This design comes from an exercise in tuning for small area, a short achievable clock period and few clock cycles per item on the open sky130 flow, not from production work. In this exercise RTL edits were held to simulation tests only and were not proved equivalent to the original.

==> inputs of trial 76 <==
## piecewise_cosine_curve_eval
module piecewise_cosine_curve_eval
#(
  parameter int MAX_KNOTS  = 8,
  parameter int PHASE_BITS = 10
) (
  input  logic               clk_i,
  input  logic               rst_ni,
  input  logic               in_valid_i,
  output logic               in_stall_o,
  input  logic               kind_i,
  input  logic [2:0]         knot_index_i,
  input  logic signed [15:0] knot_x_i,
  input  logic signed [15:0] knot_y_i,
  input  logic signed [15:0] query_x_i,
  output logic               out_valid_o,
  input  logic               out_stall_i,
  output logic signed [15:0] height_o,
  output logic               in_segment_o,
  input  logic               psel,
  input  logic               penable,
  input  logic               pwrite,
  input  logic [2:0]         paddr,
  input  logic [31:0]        pwdata,
  output logic [31:0]        prdata,
  output logic               pready
);
  localparam int DSTG = 5;   
  logic [3:0]  knot_count_q;
  logic [15:0] base_height_q;
  logic [31:0] prdata_q;
  assign pready = 1'b1;
  always_ff @(posedge clk_i or negedge rst_ni) begin
    if (!rst_ni) begin
      knot_count_q  <= '0;
      base_height_q <= '0;
    end else if (psel && penable && pwrite) begin
      if (paddr[2]) base_height_q <= pwdata[15:0];
  ...
==> flow/config.mk <==
export PLATFORM = sky130hd
export DESIGN_NAME = piecewise_cosine_curve_eval
export DESIGN_NICKNAME = piecewise_cosine_curve_eval
export VERILOG_FILES = /design/flow/design.v
export SDC_FILE = /design/flow/constraint.sdc
export NUM_CORES = 4
export LEC_CHECK = 0
export CAP_MARGIN = 20
export CORE_MARGIN = 2
export CORE_UTILIZATION = 40
export SLEW_MARGIN = 20
export SYNTH_MEMORY_MAX_BITS = 16384
==> flow/constraint.sdc <==
create_clock -name core_clock -period 13.0 [get_ports {clk_i}]
set_input_delay 2.6000 -clock core_clock [delete_from_list [all_inputs] [get_ports {clk_i}]]
set_output_delay 2.6000 -clock core_clock [all_outputs]
set_load 0.01 [all_outputs]
run.sh (not shown) runs the stock make flow with config.mk's settings and CLKGATE_MAP_FILE= SYNTH_SCRIPT=/design/flow/synth_recipe.tcl, a recipe that flattens the netlist after the stock synthesis.
==> trial 43: changes against trial 76 <==
--- a/flow/design.v
+++ b/flow/design.v
@@ -6,13 +6,13 @@
   input  logic          rst_ni,
   input  logic          adv_i,
   input  logic          we_i,
   input  logic [2:0]    waddr_i,
   input  logic [15:0]   wx_i,
   input  logic [15:0]   wy_i,
-  output logic [127:0]  x_o,
+  output logic [127:0]  nx_o,
   output logic [127:0]  y_o
 );
   logic        we_q;
   logic [2:0]  waddr_q;
   logic [15:0] wx_q;
   logic [15:0] wy_q;
@@ -20,43 +20,45 @@
     if (!rst_ni)    we_q <= 1'b0;
     else if (adv_i) we_q <= we_i;
   end
   always_ff @(posedge clk_i) begin
     if (adv_i) begin
       waddr_q <= waddr_i;
-      wx_q    <= wx_i;
+      wx_q    <= ~wx_i;
       wy_q    <= wy_i;
     end
   end
   for (genvar k = 0; k < 8; k++) begin : g_slot
     logic [15:0] x_q;
     logic [15:0] y_q;
     always_ff @(posedge clk_i) begin
       if (adv_i && we_q && (waddr_q == 3'(k))) begin
         x_q <= wx_q;
         y_q <= wy_q;
       end
     end
-    assign x_o[16*k +: 16] = x_q;
+    assign nx_o[16*k +: 16] = x_q;
     assign y_o[16*k +: 16] = y_q;
   end
 endmodule
 module pcc_div (
   input  logic [15:0] r_i,
-  input  logic [15:0] w_i,
+  input  logic [15:0] nw_i,
   output logic [15:0] r_o,
-  output logic [1:0]  q_o
+  output logic [1:0]  q_o,
+  output logic        z_o
 );
   logic [17:0] r4, a2;
   logic [16:0] a1, a3, cs, cc;
   assign r4 = {r_i, 2'b00};
-  assign a2 = r4 - {1'b0, w_i, 1'b0};
-  assign a1 = r4[16:0] - {1'b0, w_i};
-  assign cs = r4[16:0] ^ ~{w_i, 1'b0} ^ ~{1'b0, w_i};
-  assign cc = (r4[16:0] & ~{w_i, 1'b0}) | (r4[16:0] & ~{1'b0, w_i}) | (~{w_i, 1'b0} & ~{1'b0, w_i});
+  assign a2 = r4 + {1'b1, nw_i, 1'b1} + 18'd1;
+  assign a1 = r4[16:0] + {1'b1, nw_i} + 17'd1;
+  assign cs = r4[16:0] ^ {nw_i, 1'b1} ^ {1'b1, nw_i};
+  assign cc = (r4[16:0] & {nw_i, 1'b1}) | (r4[16:0] & {1'b1, nw_i}) | ({nw_i, 1'b1} & {1'b1, nw_i});
   assign a3 = cs + {cc[15:0], 1'b1} + 17'd1;
+  assign z_o = a2[17] && a1[16];
   always_comb begin
     if (!a2[17]) begin
       if (!a3[16]) begin
         q_o = 2'd3;
         r_o = a3[15:0];
       end else begin
@@ -1382,13 +1384,13 @@
     prdata_q <= paddr[2] ? {{16{base_height_q[15]}}, base_height_q} : {28'd0, knot_count_q};
   end
   assign prdata = prdata_q;
   logic         freeze_q;
   logic         adv;
   logic         take;
-  logic [127:0] kx;
+  logic [127:0] knx;
   logic [127:0] ky;
   logic         go_q;
   assign in_stall_o = !go_q;
   assign adv        = !freeze_q;
   assign take       = in_valid_i && adv;
   pcc_ram u_ram (
@@ -1396,32 +1398,38 @@
     .rst_ni  (rst_ni),
     .adv_i   (adv),
     .we_i    (in_valid_i && !kind_i),
     .waddr_i (knot_index_i),
     .wx_i    (knot_x_i),
     .wy_i    (knot_y_i),
-    .x_o     (kx),
+    .nx_o    (knx),
     .y_o     (ky)
   );
   logic        v0_q;
   logic [15:0] q0_q;
   always_ff @(posedge clk_i or negedge rst_ni) begin
     if (!rst_ni)  v0_q <= 1'b0;
     else if (adv) v0_q <= take && kind_i;
   end
   always_ff @(posedge clk_i) begin
     if (adv) q0_q <= query_x_i;
   end
+  logic [16:0] sm [8];
+  logic [7:0] gt;
+  logic [7:0] eq;
   logic [7:0] ge;
   logic [7:0] le;
   logic [6:0] hit;
   logic [6:0] first;
   always_comb begin
     for (int i = 0; i < 8; i++) begin
-      ge[i] = $signed(q0_q) >= $signed(kx[16*i +: 16]);
-      le[i] = $signed(q0_q) <= $signed(kx[16*i +: 16]);
+      sm[i] = {q0_q[15], q0_q} + {knx[16*i+15], knx[16*i +: 16]};
+      gt[i] = !sm[i][16];
+      eq[i] = &(q0_q ^ knx[16*i +: 16]);
+      ge[i] = gt[i] || eq[i];
+      le[i] = !gt[i];
     end
     for (int i = 0; i < 7; i++) begin
       hit[i] = ge[i] && le[i+1] && (knot_count_q >= 4'(i + 2));
     end
     first = hit & ~{hit[5:0] | {hit[4:0], 1'b0} | {hit[3:0], 2'b0} | {hit[2:0], 3'b0} |
                     {hit[1:0], 4'b0} | {hit[0], 5'b0}, 1'b0};
@@ -1436,135 +1444,138 @@
   always_ff @(posedge clk_i) begin
     if (adv) begin
       q1_q     <= q0_q;
       first1_q <= first;
     end
   end
-  logic [15:0] sx0, sx1, sy0, sy1;
+  logic [15:0] snx0, snx1, sy0, sy1;
   always_comb begin
-    sx0 = '0;
-    sx1 = '0;
-    sy0 = '0;
-    sy1 = '0;
+    snx0 = '0;
+    snx1 = '0;
+    sy0  = '0;
+    sy1  = '0;
     for (int i = 0; i < 7; i++) begin
-      sx0 |= {16{first1_q[i]}} & kx[16*i +: 16];
-      sx1 |= {16{first1_q[i]}} & kx[16*(i+1) +: 16];
-      sy0 |= {16{first1_q[i]}} & ky[16*i +: 16];
-      sy1 |= {16{first1_q[i]}} & ky[16*(i+1) +: 16];
+      snx0 |= {16{first1_q[i]}} & knx[16*i +: 16];
+      snx1 |= {16{first1_q[i]}} & knx[16*(i+1) +: 16];
+      sy0  |= {16{first1_q[i]}} & ky[16*i +: 16];
+      sy1  |= {16{first1_q[i]}} & ky[16*(i+1) +: 16];
     end
   end
   logic        v2_q, h2_q;
-  logic [15:0] ofs2_q, w2_q, ya2_q, yb2_q;
+  logic [15:0] ofs2_q, nw2_q, ya2_q, yb2_q;
   always_ff @(posedge clk_i or negedge rst_ni) begin
     if (!rst_ni)  v2_q <= 1'b0;
     else if (adv) v2_q <= v1_q;
   end
   always_ff @(posedge clk_i) begin
     if (adv) begin
       h2_q   <= |first1_q;
-      ofs2_q <= q1_q - sx0;
-      w2_q   <= sx1 - sx0;
+      ofs2_q <= q1_q + snx0 + 16'd1;
+      nw2_q  <= snx1 + ~snx0;
       ya2_q  <= sy0;
       yb2_q  <= sy1;
     end
   end
   logic        full2, upf2;
-  assign full2 = (ofs2_q == w2_q);
-  assign upf2  = full2 && (w2_q != '0);
+  assign full2 = &(ofs2_q ^ nw2_q);
+  assign upf2  = full2 && (nw2_q != 16'hffff);
   logic                 dv_q   [DSTG-1];
   logic                 dh_q   [DSTG-1];
   logic                 dful_q [DSTG-1];
   logic                 dupf_q [DSTG-1];
   logic [15:0]          dr_q   [DSTG-1];
-  logic [15:0]          dw_q   [DSTG-1];
+  logic [15:0]          dnw_q  [DSTG-1];
   logic [15:0]          dya_q  [DSTG-1];
   logic [15:0]          dyb_q  [DSTG-1];
   logic [2*DSTG-3:0]    dp_q   [DSTG-1];
   for (genvar g = 0; g < DSTG - 1; g++) begin : g_div
     logic              v_in, h_in, ful_in, upf_in;
-    logic [15:0]       r_in, w_in, ya_in, yb_in;
+    logic [15:0]       r_in, nw_in, ya_in, yb_in;
     logic [2*DSTG-3:0] p_in;
     logic [15:0]       r_out;
     logic [1:0]        qb;
     if (g == 0) begin : g_first
       assign v_in   = v2_q;
       assign h_in   = h2_q;
       assign ful_in = full2;
       assign upf_in = upf2;
       assign r_in   = ofs2_q;
-      assign w_in   = w2_q;
+      assign nw_in  = nw2_q;
       assign ya_in  = ya2_q;
       assign yb_in  = yb2_q;
       assign p_in   = '0;
     end else begin : g_next
       assign v_in   = dv_q[g-1];
       assign h_in   = dh_q[g-1];
       assign ful_in = dful_q[g-1];
       assign upf_in = dupf_q[g-1];
       assign r_in   = dr_q[g-1];
-      assign w_in   = dw_q[g-1];
+      assign nw_in  = dnw_q[g-1];
       assign ya_in  = dya_q[g-1];
       assign yb_in  = dyb_q[g-1];
       assign p_in   = dp_q[g-1];
     end
-    pcc_div u_div (.r_i(r_in), .w_i(w_in), .r_o(r_out), .q_o(qb));
+    pcc_div u_div (.r_i(r_in), .nw_i(nw_in), .r_o(r_out), .q_o(qb), .z_o());
     always_ff @(posedge clk_i or negedge rst_ni) begin
       if (!rst_ni)  dv_q[g] <= 1'b0;
       else if (adv) dv_q[g] <= v_in;
     end
     always_ff @(posedge clk_i) begin
       if (adv) begin
         dh_q[g]   <= h_in;
         dful_q[g] <= ful_in;
         dupf_q[g] <= upf_in;
         dr_q[g]   <= r_out;
-        dw_q[g]   <= w_in;
+        dnw_q[g]  <= nw_in;
         dya_q[g]  <= ya_in;
         dyb_q[g]  <= yb_in;
         dp_q[g]   <= (g == 0) ? {6'd0, qb} : {p_in[2*DSTG-5:0], qb};
       end
     end
   end
   localparam int L = DSTG - 2;
   logic [15:0] r_unused;
   logic [1:0]  qlast;
+  logic        qzero;
   logic [7:0]  phi;
   logic        p9;
   logic [7:0]  nhi_inc;
   logic [9:0]  pf;
   logic        up;
-  pcc_div u_div_last (.r_i(dr_q[L]), .w_i(dw_q[L]), .r_o(r_unused), .q_o(qlast));
+  pcc_div u_div_last (.r_i(dr_q[L]), .nw_i(dnw_q[L]), .r_o(r_unused), .q_o(qlast), .z_o(qzero));
   assign phi     = dp_q[L];
   assign p9      = phi[7];
   assign nhi_inc = {1'b0, ~phi[6:0]} + 8'd1;
   always_comb begin
     if (dful_q[L]) begin
       pf = 10'd0;
     end else if (p9) begin
-      pf[1:0] = ~qlast + 2'd1;
-      pf[9:2] = (qlast == 2'd0) ? nhi_inc : {1'b0, ~phi[6:0]};
+      pf[1:0] = {qlast[1] ^ qlast[0], qlast[0]};
+      pf[9:2] = qzero ? nhi_inc : {1'b0, ~phi[6:0]};
     end else begin
       pf = {1'b0, phi[6:0], qlast};
     end
   end
   assign up = dful_q[L] ? dupf_q[L] : p9;
+  logic [15:0] ybase, yfar;
+  assign ybase = up ? dyb_q[L] : dya_q[L];
+  assign yfar  = up ? dya_q[L] : dyb_q[L];
   logic        v7_q, h7_q;
   logic [9:0]  pf7_q;
   logic [16:0] d7_q;
   logic [15:0] b7_q;
   always_ff @(posedge clk_i or negedge rst_ni) begin
     if (!rst_ni)  v7_q <= 1'b0;
     else if (adv) v7_q <= dv_q[L];
   end
   always_ff @(posedge clk_i) begin
     if (adv) begin
       h7_q  <= dh_q[L];
       pf7_q <= pf;
-      d7_q  <= up ? ({dya_q[L][15], dya_q[L]} - {dyb_q[L][15], dyb_q[L]})
-                  : ({dyb_q[L][15], dyb_q[L]} - {dya_q[L][15], dya_q[L]});
-      b7_q  <= up ? dyb_q[L] : dya_q[L];
+      d7_q  <= {yfar[15], yfar} - {ybase[15], ybase};
+      b7_q  <= ybase;
     end
   end
   logic [13:0] wt;
   pcc_wrom u_wrom (.p_i(pf7_q), .w_o(wt));
   logic        v9_q, h9_q;
   logic [13:0] wt9_q;
==> comparison <==
- In trial 43 the area after synthesis is larger than in trial 76, by 0.45%.
- In trial 76 the final area is lower than in trial 43, by 0.83%.
- Of trial 43 and trial 76, trial 76 has the higher first-iteration DRC count (gap about 20%, measured against trial 76).
- Against trial 43, the critical path depth of trial 76 is lower by 2.
- Between trial 76 and trial 43, the lower register-to-register slack is in trial 43 (gap 96 ps).
- In trial 76 the clock skew is lower than in trial 43, by 13 ps.
Testbench counts of trial 76, summed over its fixed seeds: cycles 2,328, items 1,920.
Testbench counts of trial 43, summed over its fixed seeds: cycles 2,328, items 1,920.

what the ideal ports hide:
Ports are ideal in the flow. The routed layouts listed here were re-timed in OpenROAD.
Step 1, drivers: a clkbuf_16 drives clk_i and a buf_2 each remaining input, both assumed.
Step 2 moves the port delays by t, midway between the first and last clock arrival at a register: inputs arrive t later, outputs are due t later. That takes back most of the time a late clock gives input paths.
Three values: ideal ports, drivers, drivers and shift; two values: the first two.
run	t (ns)	slack for setup (ns)	latest minus earliest clock arrival (ns)
trial 76	0.782	8.183 / 8.183 / 7.795	0.055 / 0.055
trial 43	0.781	8.087 / 8.087 / 7.954	0.065 / 0.065
After both steps every run listed still meets setup and hold. For trial 76, which loses most, drivers alone change the setup slack by 0.000 ns; drivers and shift together by -0.388 ns.
